Background: an optimization exercise with open tools, aiming at small area and a short achievable clock period. Do not read the settings as production practice. Function was checked by simulation only, so behaviour that the tests miss may differ from the original. The clock port is modelled as an ideal driver; clocking choices that lean on that would not hold on a real chip. Power figures rest on the tool's default switching activity, not on a simulated workload.

### design.v
package ddr2_pkg;
    localparam int unsigned DDR2_DATA_W    = 144;
    localparam int unsigned DDR2_BURST_LEN = 2;
    typedef enum logic [1:0] {
        IDLE,
        WAIT,
        PAD
    } pad_state_t;
endpackage
module ddr2_wr_stager
#(
    parameter int unsigned       DATA_W        = ddr2_pkg::DDR2_DATA_W,
    parameter int unsigned       DEPTH         = 32,
    parameter int unsigned       BURST_LEN     = ddr2_pkg::DDR2_BURST_LEN,
    parameter int unsigned       FLUSH_TIMEOUT = 64,
    parameter logic [DATA_W-1:0] PAD_WORD      = '0
) (
    input  logic                    clk,
    input  logic                    rst,
    input  logic                    in_valid,
    input  logic [DATA_W-1:0]       in_data,
    output logic                    in_ready,
    input  logic                    flush,
    output logic                    wr_req_from_tmto,
    output logic [DATA_W-1:0]       tmto_fifo_q,
    input  logic                    tmto_fifo_rdacked,
    output logic [$clog2(DEPTH):0]  count,
    output logic [15:0]             pad_cnt,
    output logic                    overflow,
    output logic                    underflow
);
    localparam int unsigned      CNT_W  = $clog2(DEPTH) + 1;
    localparam int unsigned      RING_N = DEPTH - 1;
    localparam logic [5:0]       TIMEOUT_LAST = 6'(FLUSH_TIMEOUT - 1);
    logic [CNT_W-1:0]             cnt_r;
    logic [CNT_W-1:0]             cnt_b;
    logic                         rdy_r;      
    logic                         rdy_b;
    logic                         ge2_b;
    logic [15:0]                  pad_b;
    logic                         padp_r;     
    logic                         ge2_r;      
    logic                         empty_r;    
    logic                         full_r;     
    logic                         st_wait;
    logic                         st_pad;
    logic [5:0]                   idle_cnt;
    logic [RING_N-1:0]            wr_oh;
    logic [RING_N-1:0]            rd_oh;
    logic [RING_N-1:0][DATA_W-1:0] ring;
    logic [DATA_W-1:0]            q_r;
    logic c0, c1, c2, c31, c32;
    assign c0  = empty_r;
    logic [CNT_W-1:0] cnt_i;
    logic             rdy_i, ge2_i;
    logic [15:0]      pad_i;
    assign cnt_i = ~cnt_b;
    assign rdy_i = !rdy_b;
    assign ge2_i = !ge2_b;
    assign pad_i = ~pad_b;
    assign c1  = (cnt_i == CNT_W'(1));
    assign c2  = (cnt_i == CNT_W'(2));
    assign c31 = (cnt_i == CNT_W'(DEPTH-1));
    assign c32 = full_r;
    logic prod_push, push, pop, inc, dec, res_n;
    assign prod_push = in_valid && rdy_i;
    assign push      = prod_push || padp_r;
    assign pop       = tmto_fifo_rdacked && !c0;
    assign inc       = push && !pop;
    assign dec       = pop && !push;
    assign res_n     = cnt_i[0] ^ push ^ pop;    
    logic [DATA_W-1:0] wdata;
    assign wdata = padp_r ? PAD_WORD : in_data;
    logic timeout, wait_n, pad_n;
    assign timeout = !prod_push && (idle_cnt == TIMEOUT_LAST);
    assign wait_n  = res_n && ((!st_wait && !st_pad) || (st_wait && !flush && !timeout));
    assign pad_n   = res_n && (st_pad || (st_wait && (flush || timeout)));
    logic [CNT_W-1:0] cnt_n;
    assign cnt_n = inc ? cnt_i + 1'b1 : (dec ? cnt_i - 1'b1 : cnt_i);
    logic [15:0] padc_n;
    assign padc_n = (padp_r && (pad_i != '1)) ? pad_i + 1'b1 : pad_i;
    logic full_n, ge2_n, empty_n;
    assign empty_n = inc ? 1'b0 : (dec ? c1 : c0);
    assign full_n = inc ? c31 : (dec ? 1'b0 : c32);
    assign ge2_n  = inc ? (ge2_i || c1) : (dec ? (ge2_i && !c2) : ge2_i);
    always_ff @(posedge clk) begin
        if (rst) begin
            cnt_r    <= '0;
            cnt_b    <= '1;
            rdy_r    <= 1'b1;
            rdy_b    <= 1'b0;
            ge2_b    <= 1'b1;
            padp_r   <= 1'b0;
            ge2_r    <= 1'b0;
            empty_r  <= 1'b1;
            full_r   <= 1'b0;
            st_wait  <= 1'b0;
            st_pad   <= 1'b0;
            idle_cnt <= '0;
        end else begin
            cnt_r    <= cnt_n;
            cnt_b    <= ~cnt_n;
            rdy_r    <= !full_n && !pad_n;
            rdy_b    <= !(!full_n && !pad_n);
            ge2_b    <= !ge2_n;
            padp_r   <= pad_n && !full_n;
            ge2_r    <= ge2_n;
            empty_r  <= empty_n;
            full_r   <= full_n;
            st_wait  <= wait_n;
            st_pad   <= pad_n;
            if (st_wait && wait_n && !prod_push) idle_cnt <= idle_cnt + 1'b1;
            else idle_cnt <= '0;
        end
    end
    logic wr_adv, rd_adv;
    assign wr_adv = push && (ge2_i || (c1 && !pop));
    assign rd_adv = pop && ge2_i;
    logic [RING_N-1:0] wr_oh_n;
    logic [RING_N-1:0] we_r;       
    assign wr_oh_n = wr_adv ? {wr_oh[RING_N-2:0], wr_oh[RING_N-1]} : wr_oh;
    always_ff @(posedge clk) begin
        if (rst) begin
            wr_oh <= RING_N'(1);
            rd_oh <= RING_N'(1);
            we_r  <= RING_N'(1);
        end else begin
            wr_oh <= wr_oh_n;
            if (rd_adv) rd_oh <= {rd_oh[RING_N-2:0], rd_oh[RING_N-1]};
            we_r  <= wr_oh_n & {RING_N{!full_n}};
        end
    end
    for (genvar i = 0; i < RING_N; i++) begin : g_ring
        always_ff @(posedge clk) begin
            if (we_r[i]) ring[i] <= wdata;
        end
    end
    logic [DATA_W-1:0] ring_rd;
    always_comb begin
        ring_rd = '0;
        for (int i = 0; i < RING_N; i++) begin
            ring_rd = ring_rd | (ring[i] & {DATA_W{rd_oh[i]}});
        end
    end
    logic              q_ld;
    logic [DATA_W-1:0] q_d;
    logic [DATA_W-1:0] q_n;
    assign q_ld = tmto_fifo_rdacked || c0;
    assign q_d  = ge2_i ? ring_rd : wdata;
    always_ff @(posedge clk) begin
        if (q_ld) q_n <= ~q_d;
        q_r <= q_ld ? q_d : ~q_n;
    end
    always_ff @(posedge clk) begin
        if (rst) begin
            overflow  <= 1'b0;
            underflow <= 1'b0;
            pad_cnt   <= '0;
            pad_b     <= '1;
        end else begin
            if (in_valid && c32) overflow <= 1'b1;
            if (tmto_fifo_rdacked && c0) underflow <= 1'b1;
            pad_cnt   <= padc_n;
            pad_b     <= ~padc_n;
        end
    end
    assign in_ready         = rdy_r;
    assign wr_req_from_tmto = ge2_r;
    assign tmto_fifo_q      = q_r;
    assign count            = cnt_r;
endmodule
### standard.sh
#!/bin/bash
# synth_recipe.tcl (not shown) runs the flow's synth.tcl, then flattens the netlist and writes it again
# the make line also repeats each setting of config.mk as NAME=value (left out here)
make -C /OpenROAD-flow-scripts/flow DESIGN_CONFIG=/design/flow/config.mk WORK_HOME=/design/flow/orfs CLKGATE_MAP_FILE= SYNTH_SCRIPT=/design/flow/synth_recipe.tcl "${@:-finish}"
### constraint.sdc
create_clock -name core_clock -period 5.2 [get_ports {clk}]
set_input_delay 1.0400 -clock core_clock [delete_from_list [all_inputs] [get_ports {clk}]]
set_output_delay 1.0400 -clock core_clock [all_outputs]
set_load 0.01 [all_outputs]
### flow/pins.tcl
# Keep each data bit's input and output pins side by side, so that bit's storage column
# sits next to both of its pins.
for {set k 0} {$k < 144} {incr k} {
  set_io_pin_constraint -group -order -pin_names [list "in_data\[$k\]" "tmto_fifo_q\[$k\]"]
}
### config.mk
export PLATFORM = sky130hd
export DESIGN_NAME = ddr2_wr_stager
export DESIGN_NICKNAME = ddr2_wr_stager
export VERILOG_FILES = /design/flow/design.v
export SDC_FILE = /design/flow/constraint.sdc
export NUM_CORES = 4
export LEC_CHECK = 0
export CAP_MARGIN = 20
export CORE_MARGIN = 2
export CORE_UTILIZATION = 65
export CTS_CLUSTER_DIAMETER = 100
export CTS_CLUSTER_SIZE = 25
export SETUP_SLACK_MARGIN = 2.75
export SLEW_MARGIN = 20
export SYNTH_MEMORY_MAX_BITS = 8192
### flow/run.sh
#!/bin/bash
# Own flow: the standard layout (standard.sh, all steps), with one change: before pin
# placement, pins.tcl asks for each in_data[k] / tmto_fifo_q[k] pair to sit side by side.
# Every tool's output goes to standard.log in the work folder (ORFS keeps its per-step
# logs under orfs/logs as usual).
set -euo pipefail
here=$(cd "$(dirname "${BASH_SOURCE[0]}")" && pwd)
export PRE_IO_PLACEMENT_TCL="$here/pins.tcl"
bash standard.sh > standard.log 2>&1
==> impl_metrics.toml, run 1 <==
[place]
dp_hpwl_mm = 252
dp.cells = 13100
port_buffers = 318
gp_congestion = 0.791
pre_cts_slack_ns = 1.31

[worst_setup_path]
endpoint_kind = "primary output"
path_delay_family = "flip-flops"
worst_ep_arrival_time_ns = 1.52
path_buf_inv = 1
critPathMaxFanout = 1
cp_slowest_cell = "dfxtp_4"
cp.required_ns = 4.16
path_class = "reg -> out"
cpPeakStageDelay_ns = 0.45
cp-start-kind = "register"
path_cells = "buf_6"

[power]
swShare_pct = 21.9
ir_worst_vdd_mv = 0.427
p_int_mw = 54.4
combPwrFrac_pct = 6.3
clkPwrFrac_pct = 28.5
p_sw_mw = 15.3
power.density_nw_per_um2 = 360
leakage_nw = 60.4
seqPwrFrac_pct = 65.3

[floorplanning]
core_um2 = 268000
die_y_um = 524
ios = 319
start_util_pct = 65.4
die_area_um2 = 274000
num_rows = 190
fp.dieW_um = 524

[sta]
worst_slew_pin_slew_ns = 1.22
setup_viol_count_final = 0
postLayoutSetupSlackWorst_ns = 2.64
tns_ns = 0
relSlewSlack_pct = 18.8
finClkSkew_ns = 0.0444
finalCritPeriodShare_pct = 49.2
slew_viol_final = 0
period_needed_ns = 2.56
rsz0062_at_grt = "yes"
finalHoldViolCount = 0
max_freq_mhz = 391

[final_layout]
nFillCells = 16300
layout.nets = 10000
drive_above_1_share_pct = 11.1
fin_util_pct = 72.1
layout_commonest_cell = "edfxtp_1"
final_cell_count_no_fill = 13600
final_cell_mix = "edfxtp_1 (4608), a22oi_1 (720), a22o_1 (720), a221oi_1 (718), nand4_1 (293)"
syn_to_final_growth_pct = 10.1

[synth]
avgSynthCellArea_um2 = 18.5
syn_area_um2 = 176000
netlist_instances = 9481
synth_cell_types = 53
ys_warn_count = 1
synth-seq-area-share_pct = 82.2
async_reset_ff_share_pct = 0
synth_top_flop_cell = "edfxtp_1"
synth_seq_cells = 4906
synth_edf_count = 4608

[global_route]
met2_usage_pct = 65.5
top_usage_layer = "met2"
grt_pass1_wl_mm = 796
use_met3_pct = 9.55
overflow = 0
grt_pass1_vias = 98200
grt_max_degree = 103
met1_usage_pct = 61.0
antenna_found_initial = 17
grt.total_usage_pct = 42.7

[cts]
ctsHoldBuffers = 0
path_clk_slew_ns = 0.10
cts_root_buf = "clkbuf_16"
cts_tree = "done"
cts_buffers = 214
cts.sinks = 4906
h-tree-depth = 4
worst_skew_pair.late_latency_ns = 0.97
clock_path_buffers = 3

[worst_hold_path]
hp-class = "in -> reg"

[route]
dr.pass1.iters = 14
wirelength_mm = 596
drtIter0Drc = 23200
routed_via_density = 7.80
antenna_left = 0
drc = 0
post_drt_wl_per_cell_um = 43.8
num_vias = 106000

[flow_run]
drv_cap = 0

[status]
status = "complete, no violations"
power groups by stage:
stage | Combinational, mW | Clock, mW | Sequential (mW)
final | 4.36 | 19.8 | 45.5
after floorplan | 1.90 | 0 | 46.3
after global placement | 4.04 | 0 | 46.2
after detailed placement | 4.20 | 0 | 46.2
after CTS | 4.19 | 19.7 | 45.4
after global routing | 4.63 | 21.0 | 45.5
area by class of cell:
type | count | area (µm²) | area share (%)
Sequential cell | 4906 | 145000 | 74.9
Clock buffer | 378 | 5990 | 3.10
Inverter | 19 | 71.3 | 0.0369
Clock inverter | 16 | 236 | 0.122
Tap cell | 3552 | 4440 | 2.30
Timing Repair Buffer | 765 | 9200 | 4.76
Multi-Input combinational cell | 3951 | 28600 | 14.8
Antenna cell | 9 | 22.5 | 0.0116
final timing paths:
path | endpoint | depth (start not counted) | from | slack (ns)
setup reg to reg | q_r[75] | 6 | rd_oh[21] | 2.70
setup / recovery | tmto_fifo_q[86] | 1 | q_r[86] | 2.64
hold reg to reg | idle_cnt[0] | 1 | idle_cnt[0] | 0.47
hold / removal | overflow | 3 | in_valid | 0.39
synth_stat cells (2+ instances only):
cell | instances | area (µm²)
xnor2_1 | 14 | 123
nor4_1 | 6 | 37.5
a22o_1 | 720 | 6310
clkbuf_1 | 295 | 1110
a31o_1 | 144 | 1260
dfxtp_1 | 298 | 5970
nor2_1 | 223 | 837
or3_1 | 148 | 926
and3_1 | 4 | 25.0
xor2_1 | 10 | 87.6
or2_2 | 8 | 50.1
buf_4 | 13 | 97.6
nand4_1 | 293 | 1830
buf_1 | 72 | 270
o21a_1 | 2 | 15.0
and2_1 | 13 | 81.3
a221oi_1 | 721 | 6310
mux2i_1 | 31 | 310
a31oi_1 | 2 | 12.5
nand2b_1 | 145 | 907
nand3_1 | 149 | 746
o31ai_1 | 2 | 15.0
edfxtp_1 | 4608 | 138000
nor3_1 | 7 | 35.0
nand2_1 | 229 | 860
inv_1 | 19 | 71.3
ha_1 | 8 | 100
nor2b_1 | 149 | 932
a21oi_1 | 181 | 906
o21ai_0 | 3 | 15.0
a22oi_1 | 720 | 5410
buf_2 | 175 | 876
buf_6 | 49 | 552
layer usage:
metal | wire length (µm) | vias up
met5 | 92 | -
met4 | 26100 | 14
met3 | 95300 | 1481
met2 | 273000 | 10300
met1 | 202000 | 54100
li1 | - | 40100
flip-flops by register name, indices dropped and copies added (netlist names), 16 cells and up:
name / count
rd_oh: 31
q_n: 144
ring: 4464
pad_cnt: 16
q_r: 144
wr_oh: 31
pad_b: 16
we_r: 31
logic make-up after synthesis:
logic type | share of synthesized area [%]
xor+xnor | 0.120
mux | 0.177
compound gates | 11.6
buf+inv | 1.70
simple gates | 4.19
fa+ha+maj | 0.0570
flops | 82.2
per-stage QoR:
step           instance area (µm²)  power [mW]  hold slack (ns)
5_1_grt                     193000        71.2            0.391
3_5_place_dp                184000        50.4            0.456
3_3_place_gp                184000        50.2            0.425
6_report                    193000        69.6            0.391
2_1_floorplan               176000        48.2            0.413
4_1_cts                     192000        69.3            0.475
timing repair:
action | in CTS | in global routing
buffers inserted | 56 | 48
gates cloned | 11 | 8
pin swaps | 1 | 2
endpoints found under the setup margin | 509 | 283
gates resized for setup | 976 | 97
==> run 2: changes to the inputs <==
--- a/design.v
+++ b/design.v
@@ -41,6 +41,7 @@
     logic                         padp_r;     
     logic                         ge2_r;      
     logic                         empty_r;    
+    logic                         nempty_r;   
     logic                         full_r;     
     logic                         st_wait;
     logic                         st_pad;
@@ -93,6 +94,7 @@
             padp_r   <= 1'b0;
             ge2_r    <= 1'b0;
             empty_r  <= 1'b1;
+            nempty_r <= 1'b0;
             full_r   <= 1'b0;
             st_wait  <= 1'b0;
             st_pad   <= 1'b0;
@@ -106,6 +108,7 @@
             padp_r   <= pad_n && !full_n;
             ge2_r    <= ge2_n;
             empty_r  <= empty_n;
+            nempty_r <= !empty_n;
             full_r   <= full_n;
             st_wait  <= wait_n;
             st_pad   <= pad_n;
@@ -142,14 +145,14 @@
             ring_rd = ring_rd | (ring[i] & {DATA_W{rd_oh[i]}});
         end
     end
-    logic              q_ld;
-    logic [DATA_W-1:0] q_d;
-    logic [DATA_W-1:0] q_n;
-    assign q_ld = tmto_fifo_rdacked || c0;
-    assign q_d  = ge2_i ? ring_rd : wdata;
+    logic              q_ld, q_hold, q_ld_ring, q_ld_in;
+    assign q_ld      = tmto_fifo_rdacked || empty_r;
+    assign q_hold    = !tmto_fifo_rdacked && nempty_r;
+    assign q_ld_ring = q_ld && ge2_i;
+    assign q_ld_in   = q_ld && !ge2_i && !padp_r;
     always_ff @(posedge clk) begin
-        if (q_ld) q_n <= ~q_d;
-        q_r <= q_ld ? q_d : ~q_n;
+        q_r <= (ring_rd & {DATA_W{q_ld_ring}}) | (in_data & {DATA_W{q_ld_in}}) |
+               (q_r & {DATA_W{q_hold}});
     end
     always_ff @(posedge clk) begin
         if (rst) begin
==> flow/run.sh (replaced) <==
#!/bin/bash
# Own flow: the standard layout (standard.sh, all steps), with three changes:
# - before pin placement, pins.tcl asks for each in_data[k] / tmto_fifo_q[k] pair to sit
#   side by side;
# - REMOVE_ABC_BUFFERS=1: the floorplan step removes the buffers Yosys/ABC put on
#   high-fanout nets, and the resizer rebuffers those nets with sized buffers instead;
# - before clock tree synthesis, movebuf.tcl moves each output port's buffer next to the
#   flip-flop that drives it (and legalizes), so the buffer drives the wire to the pin.
# Every tool's output goes to standard.log in the work folder (ORFS keeps its per-step
# logs under orfs/logs as usual).
set -euo pipefail
here=$(cd "$(dirname "${BASH_SOURCE[0]}")" && pwd)
export PRE_IO_PLACEMENT_TCL="$here/pins.tcl"
export PRE_CTS_TCL="$here/movebuf.tcl"
bash standard.sh REMOVE_ABC_BUFFERS=1 finish > standard.log 2>&1
==> flow/movebuf.tcl (new file) <==
# Move each output port's buffer onto the cell that drives it (detailed placement then
# legalizes it next to that cell), so the stronger buffer drives the long wire to the pin.
set block [ord::get_db_block]
set moved 0
foreach bt [$block getBTerms] {
  if {[$bt getIoType] != "OUTPUT"} { continue }
  set net [$bt getNet]
  if {$net == "NULL"} { continue }
  set buf ""
  foreach it [$net getITerms] { if {[$it isOutputSignal]} { set buf [$it getInst] } }
  if {$buf == ""} { continue }
  set innet ""
  foreach it [$buf getITerms] { if {[$it isInputSignal] && [$it getNet] != "NULL"} { set innet [$it getNet] } }
  if {$innet == ""} { continue }
  set drv ""
  foreach it [$innet getITerms] { if {[$it isOutputSignal]} { set drv [$it getInst] } }
  if {$drv == ""} { continue }
  set loc [$drv getLocation]
  $buf setLocation [lindex $loc 0] [lindex $loc 1]
  incr moved
}
puts "movebuf: moved $moved output buffers"
# Legalize the moved buffers.
detailed_placement
--- a/config.mk
+++ b/config.mk
@@ -7,9 +7,9 @@
 export LEC_CHECK = 0
 export CAP_MARGIN = 20
 export CORE_MARGIN = 2
-export CORE_UTILIZATION = 65
+export CORE_UTILIZATION = 60
 export CTS_CLUSTER_DIAMETER = 100
 export CTS_CLUSTER_SIZE = 25
-export SETUP_SLACK_MARGIN = 2.75
+export SETUP_SLACK_MARGIN = 2.95
 export SLEW_MARGIN = 20
 export SYNTH_MEMORY_MAX_BITS = 8192
==> impl_metrics.toml, run 2 <==
[status]
status = "complete, no violations"

[synth]
synth_seq_cells = 4763
async_reset_ff_share_pct = 0
synth_most_common_cell = "edfxtp_1"
synth_top_cell_area_share_pct = 79.7
ys_top_cells_by_count = "edfxtp_1 (4464), a22oi_1 (1220), a221oi_1 (470), a22o_1 (470), clkbuf_1 (426)"
ys_warn_count = 1
synth_top_flop_cell = "edfxtp_1"
syn_area_um2 = 168000
synth_cell_types = 59
yosys-top-cells-area = "edfxtp_1 (80%), a22oi_1 (5.4%), dfxtp_1 (3.6%)"
avgSynthCellArea_um2 = 18.9
yosysTopAreaCell = "edfxtp_1"
netlist_instances = 8894
synth_edf_count = 4464
synth-seq-area-share_pct = 83.2

[final_layout]
layout_commonest_cell = "edfxtp_1"
top_regs = "ring x4464, q_r x144"
layout.nets = 9578
nFillCells = 18500
drive_above_1_share_pct = 14.0
final_cell_count_no_fill = 13300
largest_reg_flops = 4464
top_register = "ring"
final_cell_mix = "edfxtp_1 (4464), a22oi_1 (1220), a22o_1 (470), a221oi_1 (458), nand4_1 (390)"
syn_to_final_growth_pct = 11.9

[route]
routed_via_density = 7.69
dr.pass1.iters = 8
antenna_left = 0
wirelength_mm = 597
drc = 0
drtIter0Drc = 20800
num_vias = 102000
post_drt_wl_per_cell_um = 44.9

[power]
power.density_nw_per_um2 = 353
ir_worst_vdd_mv = 0.367
leakage_nw = 58.4

[global_route]
grt.total_usage_pct = 40.4
grt_pass1_vias = 94200
use_met3_pct = 6.98
antenna_found_initial = 28
overflow = 0
met1_usage_pct = 58.6
met2_usage_pct = 63.2
grt_max_degree = 77
top_usage_layer = "met2"
grt_pass1_wl_mm = 790

[sta]
worst_slew_pin_slew_ns = 1.17
finalHoldViolCount = 0
tns_ns = 0
slew_viol_final = 0
finClkSkew_ns = 0.0313
max_freq_mhz = 400
finalCritPeriodShare_pct = 48.0
rsz0062_at_grt = "yes"
setup_viol_count_final = 0
period_needed_ns = 2.50
relSlewSlack_pct = 22.3

[worst_setup_path]
path_delay_family = "flip-flops"
critPathMaxFanout = 2
endpoint_kind = "primary output"
cp-start-kind = "register"
path_class = "reg -> out"
worst_ep_arrival_time_ns = 1.46
path_cells = "buf_6"
cp.required_ns = 4.16
path_buf_inv = 1
cp_slowest_cell = "dfxtp_2"
cpPeakStageDelay_ns = 0.36

[floorplanning]
num_rows = 194
start_util_pct = 60.3
ios = 319
fp.dieW_um = 534
die_area_um2 = 285000
die_y_um = 534
core_um2 = 279000

[cts]
cts.sinks = 4763
cts_tree = "done"
worst_skew_pair.late_latency_ns = 0.96
cts_buffers = 212
path_clk_slew_ns = 0.10

[place]
dp.cells = 12700
port_buffers = 318
dp_hpwl_mm = 269
gp_congestion = 0.794

[flow_run]
drv_cap = 0

[worst_hold_path]
hp-class = "reg -> reg"
[run 2: final cells by class]
| type | count | area (µm²) | area share, % |
|---|---|---|---|
| inverters | 16 | 60.1 | 0.0319 |
| flip-flops and latches | 4763 | 140000 | 74.6 |
| multi-input cells | 3532 | 26800 | 14.3 |
| repair buffers | 898 | 10200 | 5.41 |
| clock buffers | 360 | 6050 | 3.21 |
| clock inverters | 3 | 33.8 | 0.0179 |
| well taps | 3724 | 4660 | 2.47 |
| diodes | 6 | 15.0 | 0.00797 |
[run 2: what timing repair did]
action / in CTS / in global routing
setup buffers: 78 / 88
setup endpoints to repair: 1818 / 329
gates cloned: 4 / 15
pin swaps: 5 / 34
hold buffers: 0 / 0
resized for setup: 1178 / 167
[run 2: worst paths after layout]
kind	slack, ns	startpoint	end	cells past startpoint
worst min register to register	0.46	idle_cnt[0]	idle_cnt[0]	1
worst max-delay path	2.70	q_r[33]	tmto_fifo_q[33]	1
worst max register to register	2.89	rd_oh[16]	q_r[13]	6
worst min-delay path	0.46	idle_cnt[0]	idle_cnt[0]	1
[run 2: power breakdown]
| part | switching [mW] | internal, mW |
|---|---|---|
| clock network | 11.5 | 8.00 |
| logic | 2.42 | 1.38 |
| registers | 0.370 | 42.8 |
| total | 14.3 | 52.2 |
[run 2: kinds of logic after synthesis]
kind of cell	count (synthesis)	synth area share, %
flip-flops	4763	83.2
AO/OA/AOI/OAI	2527	11.9
AND/OR/NAND/NOR	947	3.17
buffers and inverters	602	1.35
multiplexers	34	0.203
XOR/XNOR	15	0.0781
adder cells (fa/ha/maj)	6	0.0446
[run 2: through the flow]
| step | setup slack [ns] | power [mW] | hold WS, ns | area (µm²) | utilization [%] |
|---|---|---|---|---|---|
| finish | 2.70 | 66.5 | 0.456 | 188000 | 67.5 |
| global placement | 1.35 | 47.2 | 0.423 | 178000 | 63.9 |
| CTS | 2.66 | 66.3 | 0.452 | 186000 | 66.8 |
| global route | 2.70 | 67.8 | 0.506 | 188000 | 67.5 |
| floorplan | -1.29 | 45.5 | 0.413 | 166000 | - |
| detailed placement | 1.23 | 47.4 | 0.435 | 178000 | 63.9 |
[run 2: metal layers]
metal,vias to the layer above,part of all wire [%]
met1,53400,36
met4,28,3.9
li1,38700,-
met5,-,0.032
met2,8916,46
met3,1219,14
==> run 3: changes to the inputs <==
--- a/config.mk
+++ b/config.mk
@@ -7,9 +7,9 @@
 export LEC_CHECK = 0
 export CAP_MARGIN = 20
 export CORE_MARGIN = 2
-export CORE_UTILIZATION = 60
+export CORE_UTILIZATION = 65
 export CTS_CLUSTER_DIAMETER = 100
 export CTS_CLUSTER_SIZE = 25
-export SETUP_SLACK_MARGIN = 2.95
+export SETUP_SLACK_MARGIN = 2.85
 export SLEW_MARGIN = 20
 export SYNTH_MEMORY_MAX_BITS = 8192
==> impl_metrics.toml, run 3 <==
[worst_setup_path]
path_delay_family = "flip-flops"
cp.required_ns = 4.16
cp.depth = 1
cp_slowest_cell = "dfxtp_2"
path_buf_inv = 1
path_cells = "buf_6"
cpPeakStageDelay_ns = 0.36
worst_ep_arrival_time_ns = 1.43
endpoint_kind = "primary output"
path_class = "reg -> out"
reg2reg_depth = 6
critPathMaxFanout = 2
cp-start-kind = "register"

[floorplanning]
num_rows = 186
die_area_um2 = 263000
die_y_um = 513
fp.dieW_um = 513
core_um2 = 257000
start_util_pct = 65.4
ios = 319

[synth]
synth_edf_count = 4464
async_reset_ff_share_pct = 0
avgSynthCellArea_um2 = 18.9
yosysTopAreaCell = "edfxtp_1"
synth_seq_cells = 4763
synth_most_common_cell = "edfxtp_1"
ys_top_cells_by_count = "edfxtp_1 (4464), a22oi_1 (1220), a221oi_1 (470), a22o_1 (470), clkbuf_1 (426)"
synth_top_cell_area_share_pct = 79.7
netlist_instances = 8894
yosys-top-cells-area = "edfxtp_1 (80%), a22oi_1 (5.4%), dfxtp_1 (3.6%)"
synth-seq-area-share_pct = 83.2
synth_cell_types = 59
ys_warn_count = 1
synth_top_flop_cell = "edfxtp_1"
syn_area_um2 = 168000

[final_layout]
final_cell_area_um2 = 186000
layout.nets = 9464
top_regs = "ring x4464, q_r x144"
fin_util_pct = 72.3
largest_reg_flops = 4464
final_cell_mix = "edfxtp_1 (4464), a22oi_1 (1220), a22o_1 (470), a221oi_1 (469), nand4_1 (390)"
syn_to_final_growth_pct = 10.5
drive_above_1_share_pct = 12.6
layout_commonest_cell = "edfxtp_1"
top_register = "ring"
nFillCells = 15500

[sta]
rsz0062_at_grt = "yes"
period_needed_ns = 2.47
setup_viol_count_final = 0
postLayoutSetupSlackWorst_ns = 2.73
max_freq_mhz = 405
finalCritPeriodShare_pct = 47.5
hold_ws_ns = 0.460
finClkSkew_ns = 0.0328
relSlewSlack_pct = 23.4
finalHoldViolCount = 0
worst_slew_pin_slew_ns = 1.15
slew_viol_final = 0

[place]
pre_cts_slack_ns = 1.29
dpl_cell_area_um2 = 178000
gp_congestion = 0.795
port_buffers = 318
dp_hpwl_mm = 258

[cts]
path_clk_slew_ns = 0.10
cts_tree = "done"
cts.sinks = 4763
cts_buffers = 208
worst_skew_pair.late_latency_ns = 0.93

[global_route]
met2_usage_pct = 66.4
antenna_found_initial = 7
met1_usage_pct = 58.7
grt_max_degree = 84
top_usage_layer = "met2"
overflow = 0
grt.total_usage_pct = 42.0
grt_pass1_vias = 93900
use_met3_pct = 8.21
grt_pass1_wl_mm = 759

[worst_hold_path]
hold_depth = 1
hp-class = "reg -> reg"

[power]
ir_worst_vdd_mv = 0.394
leakage_nw = 57.4
power.density_nw_per_um2 = 355

[status]
status = "complete, no violations"

[route]
antenna_left = 0
num_vias = 102000
wirelength_mm = 563
drtIter0Drc = 21700
drc = 0
post_drt_wl_per_cell_um = 43.8
dr.pass1.iters = 10
routed_via_density = 7.90

[flow_run]
drv_cap = 0
-- run 3: changes by cell type in the layout (fill, tap and decap cells not counted), sizes merged, moves of 4 or more --
cell	change
buf	-94
clkbuf	-21
clkinv	+4
diode	+4
inv	+4
-- run 3: cells by family (layout without fill, tap and decap cells) --
logic type | after synthesis | after routing | synth area share (%)
AO/OA/AOI/OAI | 2527 | 2528 | 11.9
XOR/XNOR | 15 | 15 | 0.0781
adder cells (fa/ha/maj) | 6 | 6 | 0.0446
buffers and inverters | 602 | 1170 | 1.35
flip-flops | 4763 | 4763 | 83.2
multiplexers | 34 | 34 | 0.203
other | 0 | 10 | 0
AND/OR/NAND/NOR | 947 | 947 | 3.17
-- run 3: layout make-up --
cell class	count	area (µm²)	share of cell area (%)
multi-input cells	3530	26500	14.3
diodes	10	25.0	0.0135
repair buffers	790	8670	4.66
well taps	3384	4230	2.28
clock buffers	353	5860	3.15
inverters	16	60.1	0.0323
clock inverters	11	156	0.0841
flip-flops and latches	4763	140000	75.5
-- run 3: final timing paths --
path / startpoint / to / slack, ns
setup reg to reg: rd_oh[19] / q_r[122] / 2.77
hold / removal: idle_cnt[0] / idle_cnt[0] / 0.46
hold reg to reg: idle_cnt[0] / idle_cnt[0] / 0.46
setup / recovery: q_r[131] / tmto_fifo_q[131] / 2.73
-- run 3: power breakdown --
group	internal (mW)	switching, mW
clock	7.77	11.3
sequential	42.8	0.378
combinational	1.34	2.32
total	51.9	14.0
-- run 3: timing repair --
action | CTS | global route
endpoints found under the setup margin | 348 | 230
buffers inserted | 41 | 42
cloned | 3 | 0
hold endpoints to repair | 0 | 0
hold buffers | 0 | 0
gates resized for setup | 1132 | 62
pin swaps | 0 | 3
-- run 3: through the flow --
step           cells  TNS (ns)  power [mW]
6_report       12900         0        66.0
5_1_grt        12800         0        67.3
3_3_place_gp   12400         0        47.1
4_1_cts        12800         0        65.7
2_1_floorplan   8308   -240.06        45.5
3_5_place_dp   12400         0        47.3
-- run 3: routing by layer --
| layer | routed length (µm) | up-vias |
|---|---|---|
| met5 | 25 | - |
| met4 | 25800 | 4 |
| met3 | 84700 | 1382 |
| met2 | 264000 | 9565 |
| met1 | 189000 | 52200 |
| li1 | - | 38400 |

-- port drivers added, routing unchanged --
Ports are ideal in the flow. The routed layouts listed here were re-timed in OpenROAD. Step 1 assumes that a clkbuf_16 drives the clock port and a buf_2 every other input. Step 2 adds t to the input delays and takes it off the output delays; t is the mean of the earliest and latest rising clock arrival at the registers after step 1. Input paths then give back, and output paths get back, about the clock's delay inside the block. Slacks: ideal ports / drivers / drivers and shift; pairs: ideal ports / drivers.
| run | shift t [ns] | slack for setup (ns) | worst register clock-pin slew, ns | cell pins on the clock port's net |
|---|---|---|---|---|
| run 1 | 1.044 | 2.643 / 2.544 / 1.891 | 0.11 / 0.11 | 1 |
| run 2 | 1.049 | 2.702 / 2.598 / 2.116 | 0.11 / 0.11 | 1 |
| run 3 | 1.020 | 2.731 / 2.630 / 2.012 | 0.11 / 0.11 | 1 |
After both steps setup and hold are still met in every run listed. For run 1, which loses most, drivers alone change the setup slack by -0.099 ns; drivers and shift together by -0.752 ns.
